Context: an optimization exercise on an open-source flow, tuned for small area, a short achievable clock period and few clock cycles per item. The choices shown serve that exercise and are no tape-out recipe.
Function was checked by simulation only, so behaviour that the tests miss may differ from the original.
No activity file was given, so power comes from the tool's default toggle rates.

==> design.v <==
`timescale 1ns/1ps
module AhbSlaveController
(
  input logic HCLK,
  input logic HRESET,
  input logic HSEL,
  input logic [31:0] HADDR,
  input logic [1:0] HTRANS,
  input logic HWRITE,
  input logic [2:0] HSIZE,
  input logic [2:0] HBURST,
  input logic HMASTLOCK,
  input logic HREADY,
  input logic [63:0] HWDATA,
  output logic [63:0] HRDATA,
  output logic HREADYOUT,
  output logic HRESP,
  output logic reqValid,
  output logic reqNext,
  output logic reqDir,
  output logic [63:0] reqKey1,
  output logic [63:0] reqKey2,
  output logic [63:0] reqKey3,
  input logic [2:0] keyBusy,
  input logic [2:0] keyBusyNext,
  output logic resultDone,
  input logic resultValid,
  input logic resultValidNext,
  input logic resultNext,
  input logic [63:0] result0,
  input logic [63:0] result1
);
  localparam logic [31:0] Base = 32'hAAAAAAA0;
  logic [5:0] addrSel;
  logic [5:0] phaseSel;
  logic [6:0] readSel;
  logic illegal;
  logic transfer;
  logic phaseOk;
  logic phaseError;
  logic phaseWrite;
  logic errLate;
  logic writeNow;
  logic phaseOkNext;
  logic phaseErrorNext;
  logic phaseWriteNext;
  logic [5:0] phaseSelNext;
  logic readyNext;
  logic ready;
  logic [63:0] modeReg;
  logic [63:0] key1Reg;
  logic [63:0] key2Reg;
  logic [63:0] key3Reg;
  logic [63:0] dataReg;
  logic [63:0] readData;
  always_comb
    for (int i = 0; i < 6; i++)
      addrSel[i] = (HADDR == Base + 32'(8 * i));
  assign transfer = HSEL && HREADY && HTRANS[1];
  assign illegal = (HSIZE != 3'b011) || (HBURST != 3'b000) || HMASTLOCK ||
                   (addrSel == 6'd0) || (HWRITE && addrSel[5]);
  assign phaseOkNext = HREADY ? (transfer && !illegal) : phaseOk;
  assign phaseErrorNext = HREADY ? (transfer && illegal) : phaseError;
  assign phaseWriteNext = HREADY ? HWRITE : phaseWrite;
  assign phaseSelNext = HREADY ? addrSel : phaseSel;
  always_comb
  begin
    if (phaseErrorNext)
      readyNext = phaseError && !errLate;
    else if (phaseOkNext && phaseWriteNext)
      readyNext = !(|(phaseSelNext[3:1] & keyBusyNext));
    else if (phaseOkNext && HREADY)
      readyNext = 1'b0;
    else if (phaseOkNext && phaseSel[5])
      readyNext = resultValid;
    else
      readyNext = 1'b1;
  end
  always_ff @(posedge HCLK, negedge HRESET)
  begin
    if (!HRESET)
    begin
      phaseOk <= 1'b0;
      phaseError <= 1'b0;
      errLate <= 1'b0;
      ready <= 1'b1;
      modeReg <= '0;
    end
    else
    begin
      errLate <= phaseError && !errLate;
      phaseOk <= phaseOkNext;
      phaseError <= phaseErrorNext;
      ready <= readyNext;
      if (writeNow && phaseSel[0])
        modeReg <= HWDATA;
    end
  end
  always_ff @(posedge HCLK)
  begin
    phaseWrite <= phaseWriteNext;
    phaseSel <= phaseSelNext;
    if (HREADY)
      readSel <= {addrSel[4:0], addrSel[5] && !resultNext, addrSel[5] && resultNext};
    if (writeNow && phaseSel[1])
      key1Reg <= HWDATA;
    if (writeNow && phaseSel[2])
      key2Reg <= HWDATA;
    if (writeNow && phaseSel[3])
      key3Reg <= HWDATA;
    if (writeNow && phaseSel[4])
      dataReg <= HWDATA;
  end
  assign HRESP = phaseError;
  assign HREADYOUT = ready;
  assign writeNow = phaseOk && phaseWrite && ready;
  assign resultDone = phaseOk && !phaseWrite && phaseSel[5] && ready;
  always_comb
  begin
    readData = '0;
    if (readSel[2]) readData = readData | modeReg;
    if (readSel[3]) readData = readData | key1Reg;
    if (readSel[4]) readData = readData | key2Reg;
    if (readSel[5]) readData = readData | key3Reg;
    if (readSel[6]) readData = readData | dataReg;
    if (readSel[1]) readData = readData | result0;
    if (readSel[0]) readData = readData | result1;
  end
  always_ff @(posedge HCLK)
    HRDATA <= readData;
  assign reqValid = phaseOk && phaseWrite && phaseSel[4];
  assign reqNext = transfer && !illegal && HWRITE && addrSel[4];
  assign reqDir = modeReg[0];
  assign reqKey1 = key1Reg;
  assign reqKey2 = key2Reg;
  assign reqKey3 = key3Reg;
endmodule
`timescale 1ns/1ps
module TripleDesSequencer
(
  input logic HCLK,
  input logic HRESET,
  input logic reqValid,
  input logic reqNext,
  input logic [63:0] reqBlock,
  input logic reqDir,
  input logic [63:0] reqKey1,
  input logic [63:0] reqKey2,
  input logic [63:0] reqKey3,
  output logic [2:0] keyBusy,
  output logic [2:0] keyBusyNext,
  input logic resultDone,
  output logic resultValid,
  output logic resultValidNext,
  output logic resultNext,
  output logic [63:0] result0,
  output logic [63:0] result1
);
  logic nxt;
  logic old;
  logic [1:0] busy;
  logic [1:0] start;
  logic [2:0] keyNeeded0;
  logic [2:0] keyNeeded1;
  logic [1:0] busyNext;
  logic [2:0] keyNeededNext0;
  logic [2:0] keyNeededNext1;
  logic nxtNext;
  assign nxtNext = nxt ^ reqValid;
  always_ff @(posedge HCLK, negedge HRESET)
  begin
    if (!HRESET)
    begin
      nxt <= 1'b0;
      old <= 1'b0;
      start <= 2'b00;
    end
    else
    begin
      start[0] <= reqNext && !nxtNext;
      start[1] <= reqNext && nxtNext;
      nxt <= nxtNext;
      if (resultDone)
        old <= !old;
    end
  end
  DesEngine engine0
  (
    .HCLK(HCLK),
    .HRESET(HRESET),
    .start(start[0]),
    .startDir(reqDir),
    .startBlock(reqBlock),
    .key1(reqKey1),
    .key2(reqKey2),
    .key3(reqKey3),
    .busy(busy[0]),
    .keyNeeded(keyNeeded0),
    .busyNext(busyNext[0]),
    .keyNeededNext(keyNeededNext0),
    .result(result0)
  );
  DesEngine engine1
  (
    .HCLK(HCLK),
    .HRESET(HRESET),
    .start(start[1]),
    .startDir(reqDir),
    .startBlock(reqBlock),
    .key1(reqKey1),
    .key2(reqKey2),
    .key3(reqKey3),
    .busy(busy[1]),
    .keyNeeded(keyNeeded1),
    .busyNext(busyNext[1]),
    .keyNeededNext(keyNeededNext1),
    .result(result1)
  );
  assign keyBusy = keyNeeded0 | keyNeeded1;
  assign resultValid = !busy[old];
  assign resultNext = old ^ resultDone;
  assign keyBusyNext = keyNeededNext0 | keyNeededNext1;
  assign resultValidNext = !busyNext[resultNext];
endmodule
`timescale 1ns/1ps
module DesEngine
(
  input logic HCLK,
  input logic HRESET,
  input logic start,
  input logic startDir,
  input logic [63:0] startBlock,
  input logic [63:0] key1,
  input logic [63:0] key2,
  input logic [63:0] key3,
  output logic busy,
  output logic [2:0] keyNeeded,
  output logic busyNext,
  output logic [2:0] keyNeededNext,
  output logic [63:0] result
);
  logic [1:0] pass;
  logic [3:0] cyc;
  logic dir;
  logic [63:0] data;
  logic [55:0] cd;
  logic passEnd;
  logic last;
  logic pdir;
  logic [63:0] loadKey;
  logic loadDir;
  logic [55:0] loadCd;
  logic [55:0] pc1Key;
  logic [55:0] nextCd;
  logic [63:0] roundOut;
  logic [63:0] swapped;
  logic [55:0] kk0;
  logic [47:0] sk0;
  function automatic logic [3:0] sbox1(input logic [5:0] x);
    case (x)
      6'd0: sbox1 = 4'd14;
      6'd1: sbox1 = 4'd0;
      6'd2: sbox1 = 4'd4;
      6'd3: sbox1 = 4'd15;
      6'd4: sbox1 = 4'd13;
      6'd5: sbox1 = 4'd7;
      6'd6: sbox1 = 4'd1;
      6'd7: sbox1 = 4'd4;
      6'd8: sbox1 = 4'd2;
      6'd9: sbox1 = 4'd14;
      6'd10: sbox1 = 4'd15;
      6'd11: sbox1 = 4'd2;
      6'd12: sbox1 = 4'd11;
      6'd13: sbox1 = 4'd13;
      6'd14: sbox1 = 4'd8;
      6'd15: sbox1 = 4'd1;
      6'd16: sbox1 = 4'd3;
      6'd17: sbox1 = 4'd10;
      6'd18: sbox1 = 4'd10;
      6'd19: sbox1 = 4'd6;
      6'd20: sbox1 = 4'd6;
      6'd21: sbox1 = 4'd12;
      6'd22: sbox1 = 4'd12;
      6'd23: sbox1 = 4'd11;
      6'd24: sbox1 = 4'd5;
      6'd25: sbox1 = 4'd9;
      6'd26: sbox1 = 4'd9;
      6'd27: sbox1 = 4'd5;
      6'd28: sbox1 = 4'd0;
      6'd29: sbox1 = 4'd3;
      6'd30: sbox1 = 4'd7;
      6'd31: sbox1 = 4'd8;
      6'd32: sbox1 = 4'd4;
      6'd33: sbox1 = 4'd15;
      6'd34: sbox1 = 4'd1;
      6'd35: sbox1 = 4'd12;
      6'd36: sbox1 = 4'd14;
      6'd37: sbox1 = 4'd8;
      6'd38: sbox1 = 4'd8;
      6'd39: sbox1 = 4'd2;
      6'd40: sbox1 = 4'd13;
      6'd41: sbox1 = 4'd4;
      6'd42: sbox1 = 4'd6;
      6'd43: sbox1 = 4'd9;
      6'd44: sbox1 = 4'd2;
      6'd45: sbox1 = 4'd1;
      6'd46: sbox1 = 4'd11;
      6'd47: sbox1 = 4'd7;
      6'd48: sbox1 = 4'd15;
      6'd49: sbox1 = 4'd5;
      6'd50: sbox1 = 4'd12;
      6'd51: sbox1 = 4'd11;
      6'd52: sbox1 = 4'd9;
      6'd53: sbox1 = 4'd3;
      6'd54: sbox1 = 4'd7;
      6'd55: sbox1 = 4'd14;
      6'd56: sbox1 = 4'd3;
      6'd57: sbox1 = 4'd10;
      6'd58: sbox1 = 4'd10;
      6'd59: sbox1 = 4'd0;
      6'd60: sbox1 = 4'd5;
      6'd61: sbox1 = 4'd6;
      6'd62: sbox1 = 4'd0;
      6'd63: sbox1 = 4'd13;
    endcase
  endfunction
  function automatic logic [3:0] sbox2(input logic [5:0] x);
    case (x)
      6'd0: sbox2 = 4'd15;
      6'd1: sbox2 = 4'd3;
      6'd2: sbox2 = 4'd1;
      6'd3: sbox2 = 4'd13;
      6'd4: sbox2 = 4'd8;
      6'd5: sbox2 = 4'd4;
      6'd6: sbox2 = 4'd14;
      6'd7: sbox2 = 4'd7;
      6'd8: sbox2 = 4'd6;
      6'd9: sbox2 = 4'd15;
      6'd10: sbox2 = 4'd11;
      6'd11: sbox2 = 4'd2;
      6'd12: sbox2 = 4'd3;
      6'd13: sbox2 = 4'd8;
      6'd14: sbox2 = 4'd4;
      6'd15: sbox2 = 4'd14;
      6'd16: sbox2 = 4'd9;
      6'd17: sbox2 = 4'd12;
      6'd18: sbox2 = 4'd7;
      6'd19: sbox2 = 4'd0;
      6'd20: sbox2 = 4'd2;
      6'd21: sbox2 = 4'd1;
      6'd22: sbox2 = 4'd13;
      6'd23: sbox2 = 4'd10;
      6'd24: sbox2 = 4'd12;
      6'd25: sbox2 = 4'd6;
      6'd26: sbox2 = 4'd0;
      6'd27: sbox2 = 4'd9;
      6'd28: sbox2 = 4'd5;
      6'd29: sbox2 = 4'd11;
      6'd30: sbox2 = 4'd10;
      6'd31: sbox2 = 4'd5;
      6'd32: sbox2 = 4'd0;
      6'd33: sbox2 = 4'd13;
      6'd34: sbox2 = 4'd14;
      6'd35: sbox2 = 4'd8;
      6'd36: sbox2 = 4'd7;
      6'd37: sbox2 = 4'd10;
      6'd38: sbox2 = 4'd11;
      6'd39: sbox2 = 4'd1;
      6'd40: sbox2 = 4'd10;
      6'd41: sbox2 = 4'd3;
      6'd42: sbox2 = 4'd4;
      6'd43: sbox2 = 4'd15;
      6'd44: sbox2 = 4'd13;
      6'd45: sbox2 = 4'd4;
      6'd46: sbox2 = 4'd1;
      6'd47: sbox2 = 4'd2;
      6'd48: sbox2 = 4'd5;
      6'd49: sbox2 = 4'd11;
      6'd50: sbox2 = 4'd8;
      6'd51: sbox2 = 4'd6;
      6'd52: sbox2 = 4'd12;
      6'd53: sbox2 = 4'd7;
      6'd54: sbox2 = 4'd6;
      6'd55: sbox2 = 4'd12;
      6'd56: sbox2 = 4'd9;
      6'd57: sbox2 = 4'd0;
      6'd58: sbox2 = 4'd3;
      6'd59: sbox2 = 4'd5;
      6'd60: sbox2 = 4'd2;
      6'd61: sbox2 = 4'd14;
      6'd62: sbox2 = 4'd15;
      6'd63: sbox2 = 4'd9;
    endcase
  endfunction
  function automatic logic [3:0] sbox3(input logic [5:0] x);
    case (x)
      6'd0: sbox3 = 4'd10;
      6'd1: sbox3 = 4'd13;
      6'd2: sbox3 = 4'd0;
      6'd3: sbox3 = 4'd7;
      6'd4: sbox3 = 4'd9;
      6'd5: sbox3 = 4'd0;
      6'd6: sbox3 = 4'd14;
      6'd7: sbox3 = 4'd9;
      6'd8: sbox3 = 4'd6;
      6'd9: sbox3 = 4'd3;
      6'd10: sbox3 = 4'd3;
      6'd11: sbox3 = 4'd4;
      6'd12: sbox3 = 4'd15;
      6'd13: sbox3 = 4'd6;
      6'd14: sbox3 = 4'd5;
      6'd15: sbox3 = 4'd10;
      6'd16: sbox3 = 4'd1;
      6'd17: sbox3 = 4'd2;
      6'd18: sbox3 = 4'd13;
      6'd19: sbox3 = 4'd8;
      6'd20: sbox3 = 4'd12;
      6'd21: sbox3 = 4'd5;
      6'd22: sbox3 = 4'd7;
      6'd23: sbox3 = 4'd14;
      6'd24: sbox3 = 4'd11;
      6'd25: sbox3 = 4'd12;
      6'd26: sbox3 = 4'd4;
      6'd27: sbox3 = 4'd11;
      6'd28: sbox3 = 4'd2;
      6'd29: sbox3 = 4'd15;
      6'd30: sbox3 = 4'd8;
      6'd31: sbox3 = 4'd1;
      6'd32: sbox3 = 4'd13;
      6'd33: sbox3 = 4'd1;
      6'd34: sbox3 = 4'd6;
      6'd35: sbox3 = 4'd10;
      6'd36: sbox3 = 4'd4;
      6'd37: sbox3 = 4'd13;
      6'd38: sbox3 = 4'd9;
      6'd39: sbox3 = 4'd0;
      6'd40: sbox3 = 4'd8;
      6'd41: sbox3 = 4'd6;
      6'd42: sbox3 = 4'd15;
      6'd43: sbox3 = 4'd9;
      6'd44: sbox3 = 4'd3;
      6'd45: sbox3 = 4'd8;
      6'd46: sbox3 = 4'd0;
      6'd47: sbox3 = 4'd7;
      6'd48: sbox3 = 4'd11;
      6'd49: sbox3 = 4'd4;
      6'd50: sbox3 = 4'd1;
      6'd51: sbox3 = 4'd15;
      6'd52: sbox3 = 4'd2;
      6'd53: sbox3 = 4'd14;
      6'd54: sbox3 = 4'd12;
      6'd55: sbox3 = 4'd3;
      6'd56: sbox3 = 4'd5;
      6'd57: sbox3 = 4'd11;
      6'd58: sbox3 = 4'd10;
      6'd59: sbox3 = 4'd5;
      6'd60: sbox3 = 4'd14;
      6'd61: sbox3 = 4'd2;
      6'd62: sbox3 = 4'd7;
      6'd63: sbox3 = 4'd12;
    endcase
  endfunction
  function automatic logic [3:0] sbox4(input logic [5:0] x);
    case (x)
      6'd0: sbox4 = 4'd7;
      6'd1: sbox4 = 4'd13;
      6'd2: sbox4 = 4'd13;
      6'd3: sbox4 = 4'd8;
      6'd4: sbox4 = 4'd14;
      6'd5: sbox4 = 4'd11;
      6'd6: sbox4 = 4'd3;
      6'd7: sbox4 = 4'd5;
      6'd8: sbox4 = 4'd0;
      6'd9: sbox4 = 4'd6;
      6'd10: sbox4 = 4'd6;
      6'd11: sbox4 = 4'd15;
      6'd12: sbox4 = 4'd9;
      6'd13: sbox4 = 4'd0;
      6'd14: sbox4 = 4'd10;
      6'd15: sbox4 = 4'd3;
      6'd16: sbox4 = 4'd1;
      6'd17: sbox4 = 4'd4;
      6'd18: sbox4 = 4'd2;
      6'd19: sbox4 = 4'd7;
      6'd20: sbox4 = 4'd8;
      6'd21: sbox4 = 4'd2;
      6'd22: sbox4 = 4'd5;
      6'd23: sbox4 = 4'd12;
      6'd24: sbox4 = 4'd11;
      6'd25: sbox4 = 4'd1;
      6'd26: sbox4 = 4'd12;
      6'd27: sbox4 = 4'd10;
      6'd28: sbox4 = 4'd4;
      6'd29: sbox4 = 4'd14;
      6'd30: sbox4 = 4'd15;
      6'd31: sbox4 = 4'd9;
      6'd32: sbox4 = 4'd10;
      6'd33: sbox4 = 4'd3;
      6'd34: sbox4 = 4'd6;
      6'd35: sbox4 = 4'd15;
      6'd36: sbox4 = 4'd9;
      6'd37: sbox4 = 4'd0;
      6'd38: sbox4 = 4'd0;
      6'd39: sbox4 = 4'd6;
      6'd40: sbox4 = 4'd12;
      6'd41: sbox4 = 4'd10;
      6'd42: sbox4 = 4'd11;
      6'd43: sbox4 = 4'd1;
      6'd44: sbox4 = 4'd7;
      6'd45: sbox4 = 4'd13;
      6'd46: sbox4 = 4'd13;
      6'd47: sbox4 = 4'd8;
      6'd48: sbox4 = 4'd15;
      6'd49: sbox4 = 4'd9;
      6'd50: sbox4 = 4'd1;
      6'd51: sbox4 = 4'd4;
      6'd52: sbox4 = 4'd3;
      6'd53: sbox4 = 4'd5;
      6'd54: sbox4 = 4'd14;
      6'd55: sbox4 = 4'd11;
      6'd56: sbox4 = 4'd5;
      6'd57: sbox4 = 4'd12;
      6'd58: sbox4 = 4'd2;
      6'd59: sbox4 = 4'd7;
      6'd60: sbox4 = 4'd8;
      6'd61: sbox4 = 4'd2;
      6'd62: sbox4 = 4'd4;
      6'd63: sbox4 = 4'd14;
    endcase
  endfunction
  function automatic logic [3:0] sbox5(input logic [5:0] x);
    case (x)
      6'd0: sbox5 = 4'd2;
      6'd1: sbox5 = 4'd14;
      6'd2: sbox5 = 4'd12;
      6'd3: sbox5 = 4'd11;
      6'd4: sbox5 = 4'd4;
      6'd5: sbox5 = 4'd2;
      6'd6: sbox5 = 4'd1;
      6'd7: sbox5 = 4'd12;
      6'd8: sbox5 = 4'd7;
      6'd9: sbox5 = 4'd4;
      6'd10: sbox5 = 4'd10;
      6'd11: sbox5 = 4'd7;
      6'd12: sbox5 = 4'd11;
      6'd13: sbox5 = 4'd13;
      6'd14: sbox5 = 4'd6;
      6'd15: sbox5 = 4'd1;
      6'd16: sbox5 = 4'd8;
      6'd17: sbox5 = 4'd5;
      6'd18: sbox5 = 4'd5;
      6'd19: sbox5 = 4'd0;
      6'd20: sbox5 = 4'd3;
      6'd21: sbox5 = 4'd15;
      6'd22: sbox5 = 4'd15;
      6'd23: sbox5 = 4'd10;
      6'd24: sbox5 = 4'd13;
      6'd25: sbox5 = 4'd3;
      6'd26: sbox5 = 4'd0;
      6'd27: sbox5 = 4'd9;
      6'd28: sbox5 = 4'd14;
      6'd29: sbox5 = 4'd8;
      6'd30: sbox5 = 4'd9;
      6'd31: sbox5 = 4'd6;
      6'd32: sbox5 = 4'd4;
      6'd33: sbox5 = 4'd11;
      6'd34: sbox5 = 4'd2;
      6'd35: sbox5 = 4'd8;
      6'd36: sbox5 = 4'd1;
      6'd37: sbox5 = 4'd12;
      6'd38: sbox5 = 4'd11;
      6'd39: sbox5 = 4'd7;
      6'd40: sbox5 = 4'd10;
      6'd41: sbox5 = 4'd1;
      6'd42: sbox5 = 4'd13;
      6'd43: sbox5 = 4'd14;
      6'd44: sbox5 = 4'd7;
      6'd45: sbox5 = 4'd2;
      6'd46: sbox5 = 4'd8;
      6'd47: sbox5 = 4'd13;
      6'd48: sbox5 = 4'd15;
      6'd49: sbox5 = 4'd6;
      6'd50: sbox5 = 4'd9;
      6'd51: sbox5 = 4'd15;
      6'd52: sbox5 = 4'd12;
      6'd53: sbox5 = 4'd0;
      6'd54: sbox5 = 4'd5;
      6'd55: sbox5 = 4'd9;
      6'd56: sbox5 = 4'd6;
      6'd57: sbox5 = 4'd10;
      6'd58: sbox5 = 4'd3;
      6'd59: sbox5 = 4'd4;
      6'd60: sbox5 = 4'd0;
      6'd61: sbox5 = 4'd5;
      6'd62: sbox5 = 4'd14;
      6'd63: sbox5 = 4'd3;
    endcase
  endfunction
  function automatic logic [3:0] sbox6(input logic [5:0] x);
    case (x)
      6'd0: sbox6 = 4'd12;
      6'd1: sbox6 = 4'd10;
      6'd2: sbox6 = 4'd1;
      6'd3: sbox6 = 4'd15;
      6'd4: sbox6 = 4'd10;
      6'd5: sbox6 = 4'd4;
      6'd6: sbox6 = 4'd15;
      6'd7: sbox6 = 4'd2;
      6'd8: sbox6 = 4'd9;
      6'd9: sbox6 = 4'd7;
      6'd10: sbox6 = 4'd2;
      6'd11: sbox6 = 4'd12;
      6'd12: sbox6 = 4'd6;
      6'd13: sbox6 = 4'd9;
      6'd14: sbox6 = 4'd8;
      6'd15: sbox6 = 4'd5;
      6'd16: sbox6 = 4'd0;
      6'd17: sbox6 = 4'd6;
      6'd18: sbox6 = 4'd13;
      6'd19: sbox6 = 4'd1;
      6'd20: sbox6 = 4'd3;
      6'd21: sbox6 = 4'd13;
      6'd22: sbox6 = 4'd4;
      6'd23: sbox6 = 4'd14;
      6'd24: sbox6 = 4'd14;
      6'd25: sbox6 = 4'd0;
      6'd26: sbox6 = 4'd7;
      6'd27: sbox6 = 4'd11;
      6'd28: sbox6 = 4'd5;
      6'd29: sbox6 = 4'd3;
      6'd30: sbox6 = 4'd11;
      6'd31: sbox6 = 4'd8;
      6'd32: sbox6 = 4'd9;
      6'd33: sbox6 = 4'd4;
      6'd34: sbox6 = 4'd14;
      6'd35: sbox6 = 4'd3;
      6'd36: sbox6 = 4'd15;
      6'd37: sbox6 = 4'd2;
      6'd38: sbox6 = 4'd5;
      6'd39: sbox6 = 4'd12;
      6'd40: sbox6 = 4'd2;
      6'd41: sbox6 = 4'd9;
      6'd42: sbox6 = 4'd8;
      6'd43: sbox6 = 4'd5;
      6'd44: sbox6 = 4'd12;
      6'd45: sbox6 = 4'd15;
      6'd46: sbox6 = 4'd3;
      6'd47: sbox6 = 4'd10;
      6'd48: sbox6 = 4'd7;
      6'd49: sbox6 = 4'd11;
      6'd50: sbox6 = 4'd0;
      6'd51: sbox6 = 4'd14;
      6'd52: sbox6 = 4'd4;
      6'd53: sbox6 = 4'd1;
      6'd54: sbox6 = 4'd10;
      6'd55: sbox6 = 4'd7;
      6'd56: sbox6 = 4'd1;
      6'd57: sbox6 = 4'd6;
      6'd58: sbox6 = 4'd13;
      6'd59: sbox6 = 4'd0;
      6'd60: sbox6 = 4'd11;
      6'd61: sbox6 = 4'd8;
      6'd62: sbox6 = 4'd6;
      6'd63: sbox6 = 4'd13;
    endcase
  endfunction
  function automatic logic [3:0] sbox7(input logic [5:0] x);
    case (x)
      6'd0: sbox7 = 4'd4;
      6'd1: sbox7 = 4'd13;
      6'd2: sbox7 = 4'd11;
      6'd3: sbox7 = 4'd0;
      6'd4: sbox7 = 4'd2;
      6'd5: sbox7 = 4'd11;
      6'd6: sbox7 = 4'd14;
      6'd7: sbox7 = 4'd7;
      6'd8: sbox7 = 4'd15;
      6'd9: sbox7 = 4'd4;
      6'd10: sbox7 = 4'd0;
      6'd11: sbox7 = 4'd9;
      6'd12: sbox7 = 4'd8;
      6'd13: sbox7 = 4'd1;
      6'd14: sbox7 = 4'd13;
      6'd15: sbox7 = 4'd10;
      6'd16: sbox7 = 4'd3;
      6'd17: sbox7 = 4'd14;
      6'd18: sbox7 = 4'd12;
      6'd19: sbox7 = 4'd3;
      6'd20: sbox7 = 4'd9;
      6'd21: sbox7 = 4'd5;
      6'd22: sbox7 = 4'd7;
      6'd23: sbox7 = 4'd12;
      6'd24: sbox7 = 4'd5;
      6'd25: sbox7 = 4'd2;
      6'd26: sbox7 = 4'd10;
      6'd27: sbox7 = 4'd15;
      6'd28: sbox7 = 4'd6;
      6'd29: sbox7 = 4'd8;
      6'd30: sbox7 = 4'd1;
      6'd31: sbox7 = 4'd6;
      6'd32: sbox7 = 4'd1;
      6'd33: sbox7 = 4'd6;
      6'd34: sbox7 = 4'd4;
      6'd35: sbox7 = 4'd11;
      6'd36: sbox7 = 4'd11;
      6'd37: sbox7 = 4'd13;
      6'd38: sbox7 = 4'd13;
      6'd39: sbox7 = 4'd8;
      6'd40: sbox7 = 4'd12;
      6'd41: sbox7 = 4'd1;
      6'd42: sbox7 = 4'd3;
      6'd43: sbox7 = 4'd4;
      6'd44: sbox7 = 4'd7;
      6'd45: sbox7 = 4'd10;
      6'd46: sbox7 = 4'd14;
      6'd47: sbox7 = 4'd7;
      6'd48: sbox7 = 4'd10;
      6'd49: sbox7 = 4'd9;
      6'd50: sbox7 = 4'd15;
      6'd51: sbox7 = 4'd5;
      6'd52: sbox7 = 4'd6;
      6'd53: sbox7 = 4'd0;
      6'd54: sbox7 = 4'd8;
      6'd55: sbox7 = 4'd15;
      6'd56: sbox7 = 4'd0;
      6'd57: sbox7 = 4'd14;
      6'd58: sbox7 = 4'd5;
      6'd59: sbox7 = 4'd2;
      6'd60: sbox7 = 4'd9;
      6'd61: sbox7 = 4'd3;
      6'd62: sbox7 = 4'd2;
      6'd63: sbox7 = 4'd12;
    endcase
  endfunction
  function automatic logic [3:0] sbox8(input logic [5:0] x);
    case (x)
      6'd0: sbox8 = 4'd13;
      6'd1: sbox8 = 4'd1;
      6'd2: sbox8 = 4'd2;
      6'd3: sbox8 = 4'd15;
      6'd4: sbox8 = 4'd8;
      6'd5: sbox8 = 4'd13;
      6'd6: sbox8 = 4'd4;
      6'd7: sbox8 = 4'd8;
      6'd8: sbox8 = 4'd6;
      6'd9: sbox8 = 4'd10;
      6'd10: sbox8 = 4'd15;
      6'd11: sbox8 = 4'd3;
      6'd12: sbox8 = 4'd11;
      6'd13: sbox8 = 4'd7;
      6'd14: sbox8 = 4'd1;
      6'd15: sbox8 = 4'd4;
      6'd16: sbox8 = 4'd10;
      6'd17: sbox8 = 4'd12;
      6'd18: sbox8 = 4'd9;
      6'd19: sbox8 = 4'd5;
      6'd20: sbox8 = 4'd3;
      6'd21: sbox8 = 4'd6;
      6'd22: sbox8 = 4'd14;
      6'd23: sbox8 = 4'd11;
      6'd24: sbox8 = 4'd5;
      6'd25: sbox8 = 4'd0;
      6'd26: sbox8 = 4'd0;
      6'd27: sbox8 = 4'd14;
      6'd28: sbox8 = 4'd12;
      6'd29: sbox8 = 4'd9;
      6'd30: sbox8 = 4'd7;
      6'd31: sbox8 = 4'd2;
      6'd32: sbox8 = 4'd7;
      6'd33: sbox8 = 4'd2;
      6'd34: sbox8 = 4'd11;
      6'd35: sbox8 = 4'd1;
      6'd36: sbox8 = 4'd4;
      6'd37: sbox8 = 4'd14;
      6'd38: sbox8 = 4'd1;
      6'd39: sbox8 = 4'd7;
      6'd40: sbox8 = 4'd9;
      6'd41: sbox8 = 4'd4;
      6'd42: sbox8 = 4'd12;
      6'd43: sbox8 = 4'd10;
      6'd44: sbox8 = 4'd14;
      6'd45: sbox8 = 4'd8;
      6'd46: sbox8 = 4'd2;
      6'd47: sbox8 = 4'd13;
      6'd48: sbox8 = 4'd0;
      6'd49: sbox8 = 4'd15;
      6'd50: sbox8 = 4'd6;
      6'd51: sbox8 = 4'd12;
      6'd52: sbox8 = 4'd10;
      6'd53: sbox8 = 4'd9;
      6'd54: sbox8 = 4'd13;
      6'd55: sbox8 = 4'd0;
      6'd56: sbox8 = 4'd15;
      6'd57: sbox8 = 4'd3;
      6'd58: sbox8 = 4'd3;
      6'd59: sbox8 = 4'd5;
      6'd60: sbox8 = 4'd5;
      6'd61: sbox8 = 4'd6;
      6'd62: sbox8 = 4'd8;
      6'd63: sbox8 = 4'd11;
    endcase
  endfunction
  function automatic logic [31:0] feistel(input logic [31:0] r, input logic [47:0] k);
    logic [47:0] x;
    logic [31:0] s;
    x = {r[0], r[31], r[30], r[29], r[28], r[27], r[28], r[27], r[26], r[25], r[24], r[23], r[24], r[23], r[22], r[21], r[20], r[19], r[20], r[19], r[18], r[17], r[16], r[15], r[16], r[15], r[14], r[13], r[12], r[11], r[12], r[11], r[10], r[9], r[8], r[7], r[8], r[7], r[6], r[5], r[4], r[3], r[4], r[3], r[2], r[1], r[0], r[31]} ^ k;
    s[31:28] = sbox1(x[47:42]);
    s[27:24] = sbox2(x[41:36]);
    s[23:20] = sbox3(x[35:30]);
    s[19:16] = sbox4(x[29:24]);
    s[15:12] = sbox5(x[23:18]);
    s[11:8] = sbox6(x[17:12]);
    s[7:4] = sbox7(x[11:6]);
    s[3:0] = sbox8(x[5:0]);
    feistel = {s[16], s[25], s[12], s[11], s[3], s[20], s[4], s[15], s[31], s[17], s[9], s[6], s[27], s[14], s[1], s[22], s[30], s[24], s[8], s[18], s[0], s[5], s[29], s[23], s[13], s[19], s[2], s[26], s[10], s[21], s[28], s[7]};
  endfunction
  assign passEnd = last;
  assign pdir = dir ^ (pass == 2'd1);
  assign kk0 = cd;
  assign sk0 = {kk0[42], kk0[39], kk0[45], kk0[32], kk0[55], kk0[51], kk0[53], kk0[28], kk0[41], kk0[50], kk0[35], kk0[46], kk0[33], kk0[37], kk0[44], kk0[52], kk0[30], kk0[48], kk0[40], kk0[49], kk0[29], kk0[36], kk0[43], kk0[54], kk0[15], kk0[4], kk0[25], kk0[19], kk0[9], kk0[1], kk0[26], kk0[16], kk0[5], kk0[11], kk0[23], kk0[8], kk0[12], kk0[7], kk0[17], kk0[0], kk0[22], kk0[3], kk0[10], kk0[14], kk0[6], kk0[20], kk0[27], kk0[24]};
  logic [31:0] f0;
  logic swapSel;
  assign f0 = feistel(data[31:0], sk0);
  assign roundOut = {data[31:0], data[63:32] ^ f0};
  assign swapped = {data[63:32] ^ (f0 & {32{busy}}), data[31:0]};
  always_comb
  begin
    if (start)
    begin
      loadKey = startDir ? key3 : key1;
      loadDir = startDir;
    end
    else if (pass == 2'd0)
    begin
      loadKey = key2;
      loadDir = !dir;
    end
    else
    begin
      loadKey = dir ? key1 : key3;
      loadDir = dir;
    end
  end
  assign pc1Key = {loadKey[7], loadKey[15], loadKey[23], loadKey[31], loadKey[39], loadKey[47], loadKey[55], loadKey[63], loadKey[6], loadKey[14], loadKey[22], loadKey[30], loadKey[38], loadKey[46], loadKey[54], loadKey[62], loadKey[5], loadKey[13], loadKey[21], loadKey[29], loadKey[37], loadKey[45], loadKey[53], loadKey[61], loadKey[4], loadKey[12], loadKey[20], loadKey[28], loadKey[1], loadKey[9], loadKey[17], loadKey[25], loadKey[33], loadKey[41], loadKey[49], loadKey[57], loadKey[2], loadKey[10], loadKey[18], loadKey[26], loadKey[34], loadKey[42], loadKey[50], loadKey[58], loadKey[3], loadKey[11], loadKey[19], loadKey[27], loadKey[35], loadKey[43], loadKey[51], loadKey[59], loadKey[36], loadKey[44], loadKey[52], loadKey[60]};
  assign loadCd = loadDir ? pc1Key : {pc1Key[54:28], pc1Key[55:55], pc1Key[26:0], pc1Key[27:27]};
  always_comb
  begin
    case ({pdir, cyc})
      {1'b0, 4'd0}, {1'b0, 4'd7}, {1'b0, 4'd14}: nextCd = {cd[54:28], cd[55:55], cd[26:0], cd[27:27]};
      {1'b0, 4'd1}, {1'b0, 4'd2}, {1'b0, 4'd3}, {1'b0, 4'd4}, {1'b0, 4'd5}, {1'b0, 4'd6}, {1'b0, 4'd8}, {1'b0, 4'd9}, {1'b0, 4'd10}, {1'b0, 4'd11}, {1'b0, 4'd12}, {1'b0, 4'd13}: nextCd = {cd[53:28], cd[55:54], cd[25:0], cd[27:26]};
      {1'b1, 4'd1}, {1'b1, 4'd2}, {1'b1, 4'd3}, {1'b1, 4'd4}, {1'b1, 4'd5}, {1'b1, 4'd6}, {1'b1, 4'd8}, {1'b1, 4'd9}, {1'b1, 4'd10}, {1'b1, 4'd11}, {1'b1, 4'd12}, {1'b1, 4'd13}: nextCd = {cd[29:28], cd[55:30], cd[1:0], cd[27:2]};
      default: nextCd = {cd[28:28], cd[55:29], cd[0:0], cd[27:1]};
    endcase
  end
  logic [1:0] passNext;
  logic [3:0] cycNext;
  logic lastNext;
  logic dirNext;
  always_comb
  begin
    busyNext = busy;
    passNext = pass;
    cycNext = cyc;
    lastNext = last;
    dirNext = dir;
    if (start)
    begin
      busyNext = 1'b1;
      passNext = 2'd0;
      cycNext = 4'd0;
      lastNext = 1'b0;
      dirNext = startDir;
    end
    else if (busy)
    begin
      cycNext = cyc + 4'd1;
      lastNext = (cyc == 4'd14);
      if (passEnd)
      begin
        passNext = pass + 2'd1;
        busyNext = (pass != 2'd2);
      end
    end
  end
  assign keyNeededNext[1] = busyNext && passNext == 2'd0 && !lastNext;
  assign keyNeededNext[0] = busyNext && dirNext && passNext != 2'd2 && !(passNext == 2'd1 && lastNext);
  assign keyNeededNext[2] = busyNext && !dirNext && passNext != 2'd2 && !(passNext == 2'd1 && lastNext);
  always_ff @(posedge HCLK, negedge HRESET)
  begin
    if (!HRESET)
    begin
      busy <= 1'b0;
      pass <= 2'd0;
      cyc <= 4'd0;
      last <= 1'b0;
      keyNeeded <= 3'd0;
      swapSel <= 1'b1;
    end
    else
    begin
      swapSel <= lastNext || !busyNext;
      busy <= busyNext;
      pass <= passNext;
      cyc <= cycNext;
      last <= lastNext;
      keyNeeded <= keyNeededNext;
    end
  end
  always_ff @(posedge HCLK)
  begin
    dir <= dirNext;
    if (start)
    begin
      data <= {startBlock[6], startBlock[14], startBlock[22], startBlock[30], startBlock[38], startBlock[46], startBlock[54], startBlock[62], startBlock[4], startBlock[12], startBlock[20], startBlock[28], startBlock[36], startBlock[44], startBlock[52], startBlock[60], startBlock[2], startBlock[10], startBlock[18], startBlock[26], startBlock[34], startBlock[42], startBlock[50], startBlock[58], startBlock[0], startBlock[8], startBlock[16], startBlock[24], startBlock[32], startBlock[40], startBlock[48], startBlock[56], startBlock[7], startBlock[15], startBlock[23], startBlock[31], startBlock[39], startBlock[47], startBlock[55], startBlock[63], startBlock[5], startBlock[13], startBlock[21], startBlock[29], startBlock[37], startBlock[45], startBlock[53], startBlock[61], startBlock[3], startBlock[11], startBlock[19], startBlock[27], startBlock[35], startBlock[43], startBlock[51], startBlock[59], startBlock[1], startBlock[9], startBlock[17], startBlock[25], startBlock[33], startBlock[41], startBlock[49], startBlock[57]};
    end
    else
      data <= swapSel ? swapped : roundOut;
    if (start || (passEnd))
      cd <= loadCd;
    else
      cd <= nextCd;
  end
  assign result = {data[24], data[56], data[16], data[48], data[8], data[40], data[0], data[32], data[25], data[57], data[17], data[49], data[9], data[41], data[1], data[33], data[26], data[58], data[18], data[50], data[10], data[42], data[2], data[34], data[27], data[59], data[19], data[51], data[11], data[43], data[3], data[35], data[28], data[60], data[20], data[52], data[12], data[44], data[4], data[36], data[29], data[61], data[21], data[53], data[13], data[45], data[5], data[37], data[30], data[62], data[22], data[54], data[14], data[46], data[6], data[38], data[31], data[63], data[23], data[55], data[15], data[47], data[7], data[39]};
endmodule
`timescale 1ns/1ps
module TripleDesTop
(
  input logic HCLK,
  input logic HRESET,
  input logic HSEL,
  input logic [31:0] HADDR,
  input logic [1:0] HTRANS,
  input logic HWRITE,
  input logic [2:0] HSIZE,
  input logic [2:0] HBURST,
  input logic HMASTLOCK,
  input logic HREADY,
  input logic [63:0] HWDATA,
  output logic [63:0] HRDATA,
  output logic HREADYOUT,
  output logic HRESP
);
  logic reqValid;
  logic reqNext;
  logic reqDir;
  logic [63:0] reqKey1;
  logic [63:0] reqKey2;
  logic [63:0] reqKey3;
  logic [2:0] keyBusy;
  logic [2:0] keyBusyNext;
  logic resultValidNext;
  logic resultDone;
  logic resultValid;
  logic resultNext;
  logic [63:0] result0;
  logic [63:0] result1;
  AhbSlaveController controller
  (
    .HCLK(HCLK),
    .HRESET(HRESET),
    .HSEL(HSEL),
    .HADDR(HADDR),
    .HTRANS(HTRANS),
    .HWRITE(HWRITE),
    .HSIZE(HSIZE),
    .HBURST(HBURST),
    .HMASTLOCK(HMASTLOCK),
    .HREADY(HREADY),
    .HWDATA(HWDATA),
    .HRDATA(HRDATA),
    .HREADYOUT(HREADYOUT),
    .HRESP(HRESP),
    .reqValid(reqValid),
    .reqNext(reqNext),
    .reqDir(reqDir),
    .reqKey1(reqKey1),
    .reqKey2(reqKey2),
    .reqKey3(reqKey3),
    .keyBusy(keyBusy),
    .keyBusyNext(keyBusyNext),
    .resultDone(resultDone),
    .resultValid(resultValid),
    .resultValidNext(resultValidNext),
    .resultNext(resultNext),
    .result0(result0),
    .result1(result1)
  );
  TripleDesSequencer sequencer
  (
    .HCLK(HCLK),
    .HRESET(HRESET),
    .reqValid(reqValid),
    .reqNext(reqNext),
    .reqBlock(HWDATA),
    .reqDir(reqDir),
    .reqKey1(reqKey1),
    .reqKey2(reqKey2),
    .reqKey3(reqKey3),
    .keyBusy(keyBusy),
    .keyBusyNext(keyBusyNext),
    .resultDone(resultDone),
    .resultValid(resultValid),
    .resultValidNext(resultValidNext),
    .resultNext(resultNext),
    .result0(result0),
    .result1(result1)
  );
endmodule
==> run.sh <==
#!/bin/bash
# synth_recipe.tcl (not shown) runs the flow's synth.tcl, then flattens the netlist and writes it again
# the make line also repeats each setting of config.mk as NAME=value (left out here)
make -C /OpenROAD-flow-scripts/flow DESIGN_CONFIG=/design/flow/config.mk WORK_HOME=/design/flow/orfs CLKGATE_MAP_FILE= SYNTH_SCRIPT=/design/flow/synth_recipe.tcl finish
==> config.mk <==
export PLATFORM = sky130hd
export DESIGN_NAME = TripleDesTop
export DESIGN_NICKNAME = TripleDesTop
export VERILOG_FILES = /design/flow/design.v
export SDC_FILE = /design/flow/constraint.sdc
export NUM_CORES = 4
export LEC_CHECK = 0
export CAP_MARGIN = 20
export CORE_MARGIN = 2
export CORE_UTILIZATION = 30
export SETUP_SLACK_MARGIN = 3.3
export SLEW_MARGIN = 20
==> constraint.sdc <==
create_clock -name core_clock -period 7.0 [get_ports {HCLK}]
set_input_delay 1.4000 -clock core_clock [delete_from_list [all_inputs] [get_ports {HCLK}]]
set_output_delay 1.4000 -clock core_clock [all_outputs]
set_load 0.01 [all_outputs]
==> impl_metrics.yaml, run 1 <==
run_status:
  status: "no timing/DRC/antenna violations"
synthesis:
  yosys_most_used_dff: "edfxtp_1"
  yosys.area_share.adder_pct: 3.49
  syn_nets: 4928
  syn_inst: 4693
  synth_seq_area_share_pct: 38.0
  synthTopCellsByCount: "nand2_1 (627), edfxtp_1 (328), mux2i_1 (317), a21oi_1 (306), clkbuf_1 (286)"
  synthXorXnorAreaFrac_pct: 6.28
  synth.most_common_cell: "nand2_1"
  async_flop_share_pct: 13.6
  synth_area_leaders: "edfxtp_1 (22%), dfxtp_1 (11%), mux2i_1 (7.1%)"
  syn_area_sq_mm: 0.0449
  yosysTopAreaCellShare_pct: 22.0
  synth_area_per_cell_sq_um: 9.56
  synth_top_family_by_area: "compound AO/OA/AOI/OAI gates"
  synth-edff-count: 328
  synthMuxAreaShare_pct: 15.9
  synth.distinct_cells: 93
  yosysWarnings: 3
  synth-compound-area-share_pct: 20.0
  ys_ff_latch: 664
  yosysTopAreaCell: "edfxtp_1"
  synth_simple_gate_area_share_pct: 11.3
cts:
  cts_sinks: 664
  clkTransAtPathRegs_ns: 0.06
  tritoncts: "done"
  clock_tree.root_cell: "clkbuf_16"
  h-tree-depth: 3
  clock_latency_ns: 0.69
  cts.path.max_buffers: 3
  numCtsBuffers: 77
  postCtsHoldBufs: 0
min_path:
  hold-path-endpoint: "controller.errLate$_DFF_PN0_"
  hp-class: "reg -> reg"
  holdPathStages: 1
  hp-start: "controller.errLate$_DFF_PN0_"
worst_setup_path:
  setup.worst_path.class: "reg -> reg"
  cp_cell_sequence: "xor2_2 > inv_1 > ha_1 > or2_2 > mux4_2 > nor2_1 > a211oi_1 > a311oi_4 > buf_12 > xor2_1 > o31ai_1"
  crit_slowest_cell: "edfxtp_1"
  worstSetupEndpointType: "flip-flop"
  critPathMaxStageDelay_ns: 0.56
  regToRegStartpoint: "sequencer.engine0.data[23]$_DFFE_PP_"
  start_kind: "flip-flop"
  cp.arrival_ns: 4.03
  r2r_slack_ns: 3.37
  cp_data_required_time_ns: 7.41
  r2r_cells: 11
  worst-path-max-fanout: 7
  reg2reg_to: "sequencer.engine0.data[14]$_DFFE_PP_"
place:
  gp_congestion: 0.937
  portBuffers: 174
  dp_hpwl_microns: 121000
pwr:
  cellPowerDensity_mw_per_mm2: 171
  p_leak_nw: 17.7
  irDropWorstVdd_uv: 181
timing:
  drv_slew: 0
  fmax_ghz: 0.276
  grt_setup_unrepaired: "yes"
  maxSlewHeadroom_pct: 29.0
  hold_viol_final: 0
  min_period_ns: 3.63
  finClkSkew_ns: 0.0254
  tightestPinTransition_ns: 1.06
  fin_crit_sh_pct: 51.8
  fin_hold_ws_ns: 0.410
  setup_tns_ns: 0
  setup_viol: 0
grt:
  grt_pass1_wl_microns: 255000
  grtUsageTotal_pct: 22.4
  overflow: 0
  grt_max_degree: 80
  antenna_found_initial: 16
  grt_pass1_vias: 36779
detailed_routing:
  via_count: 40016
  dr.pass1.iters: 10
  routed_wl_microns: 178000
  via_per_inst: 6.05
  post_drt_wl_per_cell_microns: 26.9
  drtIter0Drc: 5999
  antenna_left: 0
  drc: 0
finish:
  layout.nets: 4850
  area_growth_syn_to_layout_pct: 14.0
  fillers: 14923
  layout-drive-gt1-share_pct: 12.7
floorplanning:
  core_sq_mm: 0.148
  initial_core_util_pct: 30.3
  die_h_microns: 391
  dieArea_sq_mm: 0.153
  die_w_microns: 391
  rows: 141
  io_pins: 176
run:
  maxCapViolations: 0
## cell usage in the layout (no fill, tap or decap), drive strengths merged, types with 13 or more instances in the layout
| cell type | synthesis | final |
|---|---|---|
| xor2 | 145 | 145 |
| clkdlybuf4s50 | 0 | 173 |
| o21ai | 263 | 263 |
| a22o | 19 | 19 |
| nor3 | 45 | 45 |
| a31oi | 41 | 41 |
| mux4 | 92 | 92 |
| a222oi | 65 | 65 |
| o31ai | 65 | 65 |
| mux2 | 166 | 166 |
| a211oi | 95 | 95 |
| xnor2 | 147 | 147 |
| and2 | 63 | 63 |
| o211ai | 56 | 56 |
| dfrtp | 87 | 87 |
| mux2i | 317 | 317 |
| a21oi | 307 | 307 |
| clkbuf | 322 | 103 |
| ha | 125 | 125 |
| buf | 106 | 98 |
| nand3 | 129 | 129 |
| or3 | 29 | 29 |
| nand4 | 17 | 17 |
| nand2 | 627 | 627 |
| edfxtp | 328 | 328 |
| inv | 121 | 127 |
| a22oi | 173 | 173 |
| a221oi | 125 | 125 |
| o311ai | 13 | 13 |
| dfxtp | 246 | 246 |
| or2 | 13 | 13 |
| clkinv | 1 | 26 |
| a311oi | 14 | 14 |
| nor2 | 176 | 176 |
## per-layer routing
metal | vias to the layer above | wire length [microns] | GRT usage (%) | part of all wire [%]
li1 | 17397 | - | - | -
met1 | 19779 | 71500 | 30.8 | 40
met2 | 2469 | 75300 | 32.8 | 42
met3 | 357 | 22800 | 5.88 | 13
met4 | 14 | 8030 | 9.85 | 4.5
met5 | - | 95 | 0 | 0.053
## power by group
part,switching [mW],internal (mW)
logic,0.229,0.145
clock network,1.79,2.45
registers,0.0252,4.11
## critical path: cells and delay by family (launching register included)
kind                       cells  cell delay [ns]
and+or+nand+nor                2             0.41
muxes                          1             0.47
xor gates and xnor gates       2             0.61
buffers and inverters          2             0.43
AOI/OAI and AO/OA              3             0.54
DFF                            1             0.56
adders and majority gates      1             0.30
## flip-flops by register name, indices dropped and copies added (netlist names), 5 cells and up
| register | count |
|---|---|
| controller.HRDATA | 64 |
| controller.dataReg | 64 |
| controller.key1Reg | 64 |
| controller.key2Reg | 64 |
| controller.key3Reg | 64 |
| controller.modeReg | 64 |
| sequencer.engine0.data | 64 |
| sequencer.engine1.data | 64 |
| sequencer.engine0.cd | 56 |
| sequencer.engine1.cd | 56 |
| controller.readSel | 6 |
| controller.phaseSel | 5 |
## timing repair
item / 4_1_cts / 5_1_grt
gates resized for setup: 13 / 16
pin swaps: 0 / 1
setup endpoints to repair: 25 / 34
setup buffers: 0 / 3
## final cells by class
class,count,area [sq um],area share [%]
antenna,4,10.0,0.0196
clock buffer,103,2200,4.31
clock inverter,41,402,0.785
inverter,122,458,0.896
multi-input combinational,3479,26100,51.0
sequential,664,17100,33.3
tap,1930,2410,4.72
timing repair buffer,271,2530,4.95
## worst max-delay path by stage
stage	startpoint	slack, ns	endpoint
5_1_grt	sequencer.engine1.data[19]$_DFFE_PP_	3.27	sequencer.engine1.data[8]$_DFFE_PP_
4_1_cts	sequencer.engine0.data[24]$_DFFE_PP_	3.28	sequencer.engine0.data[14]$_DFFE_PP_
3_5_place_dp	sequencer.engine0.data[23]$_DFFE_PP_	3.01	sequencer.engine0.data[14]$_DFFE_PP_
2_1_floorplan	sequencer.engine0.data[8]$_DFFE_PP_	3.85	sequencer.engine0.data[21]$_DFFE_PP_
3_3_place_gp	sequencer.engine0.data[23]$_DFFE_PP_	3.00	sequencer.engine0.data[14]$_DFFE_PP_
6_report	sequencer.engine0.data[23]$_DFFE_PP_	3.37	sequencer.engine0.data[14]$_DFFE_PP_
## kinds of logic after synthesis
group / Yosys count
compound gates: 1327
buf+inv: 550
mux: 575
simple gates: 1159
flops: 664
fa+ha+maj: 125
xor+xnor: 293
## metrics by stage
stage          power (mW)  utilization [%]  cell area (sq um)  worst slack [ns]  std cells
2_1_floorplan        4.33                -              44900              3.85       4693
3_3_place_gp         4.58             32.5              48200              3.00       6462
3_5_place_dp         4.58             32.5              48200              3.01       6462
4_1_cts              8.78             34.3              50900              3.28       6606
5_1_grt              8.95             34.5              51100              3.27       6612
6_report             8.75             34.5              51100              3.37       6614
Testbench counts, summed over its fixed seeds: cycles 8,288, items 320.
==> run 2: changes to the inputs <==
--- a/design.v
+++ b/design.v
@@ -23,6 +23,7 @@
   output logic [63:0] reqKey3,
   input logic [2:0] keyBusy,
   input logic [2:0] keyBusyNext,
+  input logic dataBusyNext,
   output logic resultDone,
   input logic resultValid,
   input logic resultValidNext,
@@ -68,7 +69,7 @@
     if (phaseErrorNext)
       readyNext = phaseError && !errLate;
     else if (phaseOkNext && phaseWriteNext)
-      readyNext = !(|(phaseSelNext[3:1] & keyBusyNext));
+      readyNext = !(|(phaseSelNext[3:1] & keyBusyNext)) && !(phaseSelNext[4] && dataBusyNext);
     else if (phaseOkNext && HREADY)
       readyNext = 1'b0;
     else if (phaseOkNext && phaseSel[5])
@@ -128,8 +129,8 @@
   end
   always_ff @(posedge HCLK)
     HRDATA <= readData;
-  assign reqValid = phaseOk && phaseWrite && phaseSel[4];
-  assign reqNext = transfer && !illegal && HWRITE && addrSel[4];
+  assign reqValid = phaseOk && phaseWrite && phaseSel[4] && ready;
+  assign reqNext = phaseOkNext && phaseWriteNext && phaseSelNext[4];
   assign reqDir = modeReg[0];
   assign reqKey1 = key1Reg;
   assign reqKey2 = key2Reg;
@@ -149,6 +150,7 @@
   input logic [63:0] reqKey3,
   output logic [2:0] keyBusy,
   output logic [2:0] keyBusyNext,
+  output logic dataBusyNext,
   input logic resultDone,
   output logic resultValid,
   output logic resultValidNext,
@@ -166,6 +168,13 @@
   logic [2:0] keyNeededNext0;
   logic [2:0] keyNeededNext1;
   logic nxtNext;
+  logic [1:0] lastNext;
+  logic [2:0] keyReq0;
+  logic [2:0] keyReq1;
+  logic [1:0] keyReqDec;
+  logic [2:0] keySel;
+  logic keyDec;
+  logic [55:0] loadCd;
   assign nxtNext = nxt ^ reqValid;
   always_ff @(posedge HCLK, negedge HRESET)
   begin
@@ -177,8 +186,8 @@
     end
     else
     begin
-      start[0] <= reqNext && !nxtNext;
-      start[1] <= reqNext && nxtNext;
+      start[0] <= reqNext && !dataBusyNext && !nxtNext;
+      start[1] <= reqNext && !dataBusyNext && nxtNext;
       nxt <= nxtNext;
       if (resultDone)
         old <= !old;
@@ -198,6 +207,10 @@
     .keyNeeded(keyNeeded0),
     .busyNext(busyNext[0]),
     .keyNeededNext(keyNeededNext0),
+    .loadCdIn(loadCd),
+    .keyReq(keyReq0),
+    .keyReqDec(keyReqDec[0]),
+    .lastNext(lastNext[0]),
     .result(result0)
   );
   DesEngine engine1
@@ -214,8 +227,35 @@
     .keyNeeded(keyNeeded1),
     .busyNext(busyNext[1]),
     .keyNeededNext(keyNeededNext1),
+    .loadCdIn(loadCd),
+    .keyReq(keyReq1),
+    .keyReqDec(keyReqDec[1]),
+    .lastNext(lastNext[1]),
     .result(result1)
   );
+  always_comb
+  begin
+    if (|start)
+    begin
+      keySel = reqDir ? 3'b100 : 3'b001;
+      keyDec = reqDir;
+    end
+    else
+    begin
+      keySel = keyReq0 | keyReq1;
+      keyDec = |keyReqDec;
+    end
+  end
+  DesKeyLoad keyLoad
+  (
+    .key1(reqKey1),
+    .key2(reqKey2),
+    .key3(reqKey3),
+    .keySel(keySel),
+    .dec(keyDec),
+    .loadCd(loadCd)
+  );
+  assign dataBusyNext = nxtNext ? lastNext[0] : lastNext[1];
   assign keyBusy = keyNeeded0 | keyNeeded1;
   assign resultValid = !busy[old];
   assign resultNext = old ^ resultDone;
@@ -235,6 +275,10 @@
   input logic [63:0] key3,
   output logic busy,
   output logic [2:0] keyNeeded,
+  input logic [55:0] loadCdIn,
+  output logic [2:0] keyReq,
+  output logic keyReqDec,
+  output logic lastNext,
   output logic busyNext,
   output logic [2:0] keyNeededNext,
   output logic [63:0] result
@@ -247,10 +291,7 @@
   logic passEnd;
   logic last;
   logic pdir;
-  logic [63:0] loadKey;
-  logic loadDir;
   logic [55:0] loadCd;
-  logic [55:0] pc1Key;
   logic [55:0] nextCd;
   logic [63:0] roundOut;
   logic [63:0] swapped;
@@ -823,26 +864,9 @@
   assign f0 = feistel(data[31:0], sk0);
   assign roundOut = {data[31:0], data[63:32] ^ f0};
   assign swapped = {data[63:32] ^ (f0 & {32{busy}}), data[31:0]};
-  always_comb
-  begin
-    if (start)
-    begin
-      loadKey = startDir ? key3 : key1;
-      loadDir = startDir;
-    end
-    else if (pass == 2'd0)
-    begin
-      loadKey = key2;
-      loadDir = !dir;
-    end
-    else
-    begin
-      loadKey = dir ? key1 : key3;
-      loadDir = dir;
-    end
-  end
-  assign pc1Key = {loadKey[7], loadKey[15], loadKey[23], loadKey[31], loadKey[39], loadKey[47], loadKey[55], loadKey[63], loadKey[6], loadKey[14], loadKey[22], loadKey[30], loadKey[38], loadKey[46], loadKey[54], loadKey[62], loadKey[5], loadKey[13], loadKey[21], loadKey[29], loadKey[37], loadKey[45], loadKey[53], loadKey[61], loadKey[4], loadKey[12], loadKey[20], loadKey[28], loadKey[1], loadKey[9], loadKey[17], loadKey[25], loadKey[33], loadKey[41], loadKey[49], loadKey[57], loadKey[2], loadKey[10], loadKey[18], loadKey[26], loadKey[34], loadKey[42], loadKey[50], loadKey[58], loadKey[3], loadKey[11], loadKey[19], loadKey[27], loadKey[35], loadKey[43], loadKey[51], loadKey[59], loadKey[36], loadKey[44], loadKey[52], loadKey[60]};
-  assign loadCd = loadDir ? pc1Key : {pc1Key[54:28], pc1Key[55:55], pc1Key[26:0], pc1Key[27:27]};
+  assign keyReq = !passEnd ? 3'b000 : (pass == 2'd0) ? 3'b010 : (dir ? 3'b001 : 3'b100);
+  assign keyReqDec = passEnd && ((pass == 2'd0) ? !dir : dir);
+  assign loadCd = loadCdIn;
   always_comb
   begin
     case ({pdir, cyc})
@@ -854,7 +878,6 @@
   end
   logic [1:0] passNext;
   logic [3:0] cycNext;
-  logic lastNext;
   logic dirNext;
   always_comb
   begin
@@ -922,6 +945,27 @@
   end
   assign result = {data[24], data[56], data[16], data[48], data[8], data[40], data[0], data[32], data[25], data[57], data[17], data[49], data[9], data[41], data[1], data[33], data[26], data[58], data[18], data[50], data[10], data[42], data[2], data[34], data[27], data[59], data[19], data[51], data[11], data[43], data[3], data[35], data[28], data[60], data[20], data[52], data[12], data[44], data[4], data[36], data[29], data[61], data[21], data[53], data[13], data[45], data[5], data[37], data[30], data[62], data[22], data[54], data[14], data[46], data[6], data[38], data[31], data[63], data[23], data[55], data[15], data[47], data[7], data[39]};
 endmodule
+module DesKeyLoad
+(
+  input logic [63:0] key1,
+  input logic [63:0] key2,
+  input logic [63:0] key3,
+  input logic [2:0] keySel,
+  input logic dec,
+  output logic [55:0] loadCd
+);
+  logic [63:0] key;
+  logic [55:0] pc1Key;
+  always_comb
+  begin
+    key = '0;
+    if (keySel[0]) key = key | key1;
+    if (keySel[1]) key = key | key2;
+    if (keySel[2]) key = key | key3;
+  end
+  assign pc1Key = {key[7], key[15], key[23], key[31], key[39], key[47], key[55], key[63], key[6], key[14], key[22], key[30], key[38], key[46], key[54], key[62], key[5], key[13], key[21], key[29], key[37], key[45], key[53], key[61], key[4], key[12], key[20], key[28], key[1], key[9], key[17], key[25], key[33], key[41], key[49], key[57], key[2], key[10], key[18], key[26], key[34], key[42], key[50], key[58], key[3], key[11], key[19], key[27], key[35], key[43], key[51], key[59], key[36], key[44], key[52], key[60]};
+  assign loadCd = dec ? pc1Key : {pc1Key[54:28], pc1Key[55:55], pc1Key[26:0], pc1Key[27:27]};
+endmodule
 `timescale 1ns/1ps
 module TripleDesTop
 (
@@ -948,6 +992,7 @@
   logic [63:0] reqKey3;
   logic [2:0] keyBusy;
   logic [2:0] keyBusyNext;
+  logic dataBusyNext;
   logic resultValidNext;
   logic resultDone;
   logic resultValid;
@@ -978,6 +1023,7 @@
     .reqKey3(reqKey3),
     .keyBusy(keyBusy),
     .keyBusyNext(keyBusyNext),
+    .dataBusyNext(dataBusyNext),
     .resultDone(resultDone),
     .resultValid(resultValid),
     .resultValidNext(resultValidNext),
@@ -998,6 +1044,7 @@
     .reqKey3(reqKey3),
     .keyBusy(keyBusy),
     .keyBusyNext(keyBusyNext),
+    .dataBusyNext(dataBusyNext),
     .resultDone(resultDone),
     .resultValid(resultValid),
     .resultValidNext(resultValidNext),
==> impl_metrics.yaml, run 2 <==
floorplanning:
  io_pins: 176
  core_sq_mm: 0.137
  die_w_microns: 376
  initial_core_util_pct: 30.2
  dieArea_sq_mm: 0.141
  rows: 136
  die_h_microns: 376
synthesis:
  yosysTopAreaCell: "edfxtp_1"
  synth-edff-count: 328
  yosysWarnings: 4
  yosysTopAreaCellShare_pct: 23.7
  syn_nets: 4245
  ys_ff_latch: 665
  synth_seq_area_share_pct: 41.1
  synth.distinct_cells: 94
  synthTopCellsByCount: "nand2_1 (431), edfxtp_1 (328), dfxtp_1 (247), clkbuf_1 (242), mux2_2 (214)"
  async_flop_share_pct: 13.5
  syn_area_sq_mm: 0.0415
  synth_area_leaders: "edfxtp_1 (24%), dfxtp_1 (12%), mux2_2 (5.8%)"
  yosys_most_used_dff: "edfxtp_1"
  synth.most_common_cell: "nand2_1"
  synth_area_per_cell_sq_um: 10.4
  syn_inst: 4006
min_path:
  hold-path-endpoint: "controller.errLate$_DFF_PN0_"
  hp-class: "reg -> reg"
  hp-start: "controller.errLate$_DFF_PN0_"
  holdPathStages: 1
worst_setup_path:
  r2r_cells: 9
  critPathMaxStageDelay_ns: 0.77
  start_kind: "flip-flop"
  cp_cell_sequence: "xor2_1 > inv_1 > ha_1 > mux4_2 > nand2_1 > o211ai_1 > o21ai_1 > xor2_1 > o31ai_1"
  worstSetupEndpointType: "flip-flop"
  reg2reg_to: "sequencer.engine0.data[15]$_DFFE_PP_"
  cp.arrival_ns: 3.99
  crit_slowest_cell: "xor2_1"
  cpMostUsedCell: "xor2_1"
  r2r_slack_ns: 3.39
  worst-path-max-fanout: 6
  regToRegStartpoint: "sequencer.engine0.data[28]$_DFFE_PP_"
  setup.worst_path.class: "reg -> reg"
  cp_data_required_time_ns: 7.38
finish:
  stdcell_area_sq_mm: 0.0475
  utilization_pct: 34.6
  layout-drive-gt1-share_pct: 15.1
  layout.nets: 4228
  area_growth_syn_to_layout_pct: 14.4
  fillers: 13563
  seq_area_sq_mm: 0.0171
  fin_cells: 5844
  most-common-layout-cells: "nand2_1 (429), edfxtp_1 (328), dfxtp_1 (247), mux2_2 (214), mux2i_1 (197)"
  final_common_cell: "nand2_1"
  multi_input_area_sq_mm: 0.0229
cts:
  clock_latency_ns: 0.66
  cts.path.max_buffers: 3
  h-tree-depth: 3
  cts_sinks: 665
  postCtsHoldBufs: 0
  numCtsBuffers: 72
  tritoncts: "done"
  clkTransAtPathRegs_ns: 0.06
  clock_tree.root_cell: "clkbuf_16"
detailed_routing:
  via_count: 35667
  dr.pass1.iters: 13
  drc: 0
  post_drt_wl_per_cell_microns: 27.0
  drtIter0Drc: 5391
  via_per_inst: 6.10
  antenna_left: 0
  routed_wl_microns: 158000
timing:
  min_period_ns: 3.61
  maxSlewHeadroom_pct: 23.5
  drv_slew: 0
  setup_slack_ns: 3.39
  hold_viol_final: 0
  tightestPinTransition_ns: 1.15
  grt_setup_unrepaired: "yes"
  setup_viol: 0
  finClkSkew_ns: 0.0222
  setup_tns_ns: 0
  fin_crit_sh_pct: 51.6
  fmax_ghz: 0.277
  fin_hold_ws_ns: 0.404
place:
  portBuffers: 174
  dp_hpwl_microns: 106000
  dp_slack_ns: 3.04
  place_inst: 5703
  dpl_cell_area_sq_mm: 0.0448
  gp_congestion: 0.924
grt:
  grt_max_degree: 109
  antenna_found_initial: 11
  grtUsageTotal_pct: 21.5
  grt_pass1_wl_microns: 228000
  grt_pass1_vias: 32642
  overflow: 0
pwr:
  cellPowerDensity_mw_per_mm2: 180
  power.total_mw: 8.55
  irDropWorstVdd_uv: 169
  p_leak_nw: 17.2
run:
  maxCapViolations: 0
run_status:
  status: "no timing/DRC/antenna violations"
==> run 2: cell count changes after synthesis, moves of 44 or more <==
cell and change:
clkbuf_1 -44, a21oi_1 -173, mux2i_1 -117, nand2_1 -196, o21ai_0 -190, mux2_2 +51
and2_1 -56, a222oi_1 +55, a211oi_1 -53
==> run 2: per-layer routing <==
layer | wire length, microns | vias up | global-route usage, % | share of wire (%)
met3 | 19400 | 304 | 5.22 | 12
li1 | - | 15297 | - | -
met4 | 5580 | 6 | 7.59 | 3.5
met5 | 34 | - | 0 | 0.022
met1 | 64400 | 17771 | 29.9 | 41
met2 | 68500 | 2289 | 32.3 | 43
==> run 2: timing repair <==
item                       CTS  global route
pin swaps                    0             1
cloned                       0             1
setup buffers                0             2
setup endpoints to repair   43            31
gates resized for setup      7            13
==> run 2: worst max-delay path by stage <==
stage                                                    start  depth (start not counted)                                    to
final                     sequencer.engine0.data[28]$_DFFE_PP_                          9  sequencer.engine0.data[15]$_DFFE_PP_
after global routing      sequencer.engine1.data[31]$_DFFE_PP_                          8  sequencer.engine1.data[17]$_DFFE_PP_
after CTS                 sequencer.engine1.data[20]$_DFFE_PP_                          8  sequencer.engine1.data[26]$_DFFE_PP_
after detailed placement                                HREADY                          7            controller.ready$_DFF_PN1_
after global placement    sequencer.engine1.data[27]$_DFFE_PP_                          9   sequencer.engine1.data[9]$_DFFE_PP_
after floorplan            sequencer.engine1.data[7]$_DFFE_PP_                          8  sequencer.engine1.data[21]$_DFFE_PP_
==> run 2: area by class of cell <==
cell class,count,area share (%)
antenna,3,0.0158
clock buffer,87,4.11
clock inverter,45,0.930
inverter,116,0.935
multi-input combinational,2874,48.3
sequential,665,35.9
tap,1794,4.73
timing repair buffer,260,5.06
==> run 2: cells by family after synthesis <==
| group | count (synthesis) | share of synthesized area [%] |
|---|---|---|
| DFF | 665 | 41.1 |
| buffers and inverters | 468 | 4.59 |
| xor gates and xnor gates | 277 | 6.58 |
| AOI/OAI and AO/OA | 1028 | 18.7 |
| adders and majority gates | 129 | 3.89 |
| and+or+nand+nor | 935 | 9.85 |
| muxes | 504 | 15.4 |
==> run 2: worst max-delay path, delay by kind of cell (launching register included) <==
kind | cells | cell delay [ns]
xor gates and xnor gates | 2 | 0.99
AOI/OAI and AO/OA | 3 | 0.66
DFF | 1 | 0.51
muxes | 1 | 0.45
buffers and inverters | 1 | 0.33
adders and majority gates | 1 | 0.31
and+or+nand+nor | 1 | 0.08
==> run 2: where the power goes <==
group	switching [mW]	internal, mW	total (mW)
clock	1.72	2.26	3.99
sequential	0.0451	4.14	4.19
combinational	0.214	0.158	0.372
Testbench counts of run 2, summed over its fixed seeds: cycles 8,400, items 320.

==> static timing again, ports no longer ideal <==
No port has a modelled driver above. Below, the same layouts with a new extraction and two added sets of constraints.
Step 1: set_driving_cell puts a clkbuf_16 on HCLK and a buf_2 on each other input, an assumption about the parent block.
Step 2 times the ports against the registers' clock, not the clock port: input delays grow and output delays shrink by t, the midpoint of the rising clock arrivals with the driver on.
Slacks: no drivers / after step 1 / after step 2; pairs: no drivers / after step 1.
run	shift t [ns]	setup slack, ns	worst setup path after step 2	cell pins on the clock port's net
run 1	0.744	3.375 / 3.375 / 3.356	input to register	1
run 2	0.722	3.391 / 3.391 / 3.042	input to register	1
After both steps every run listed still meets setup and hold. For run 2, which loses most, drivers alone change the setup slack by 0.000 ns; drivers and shift together by -0.349 ns.
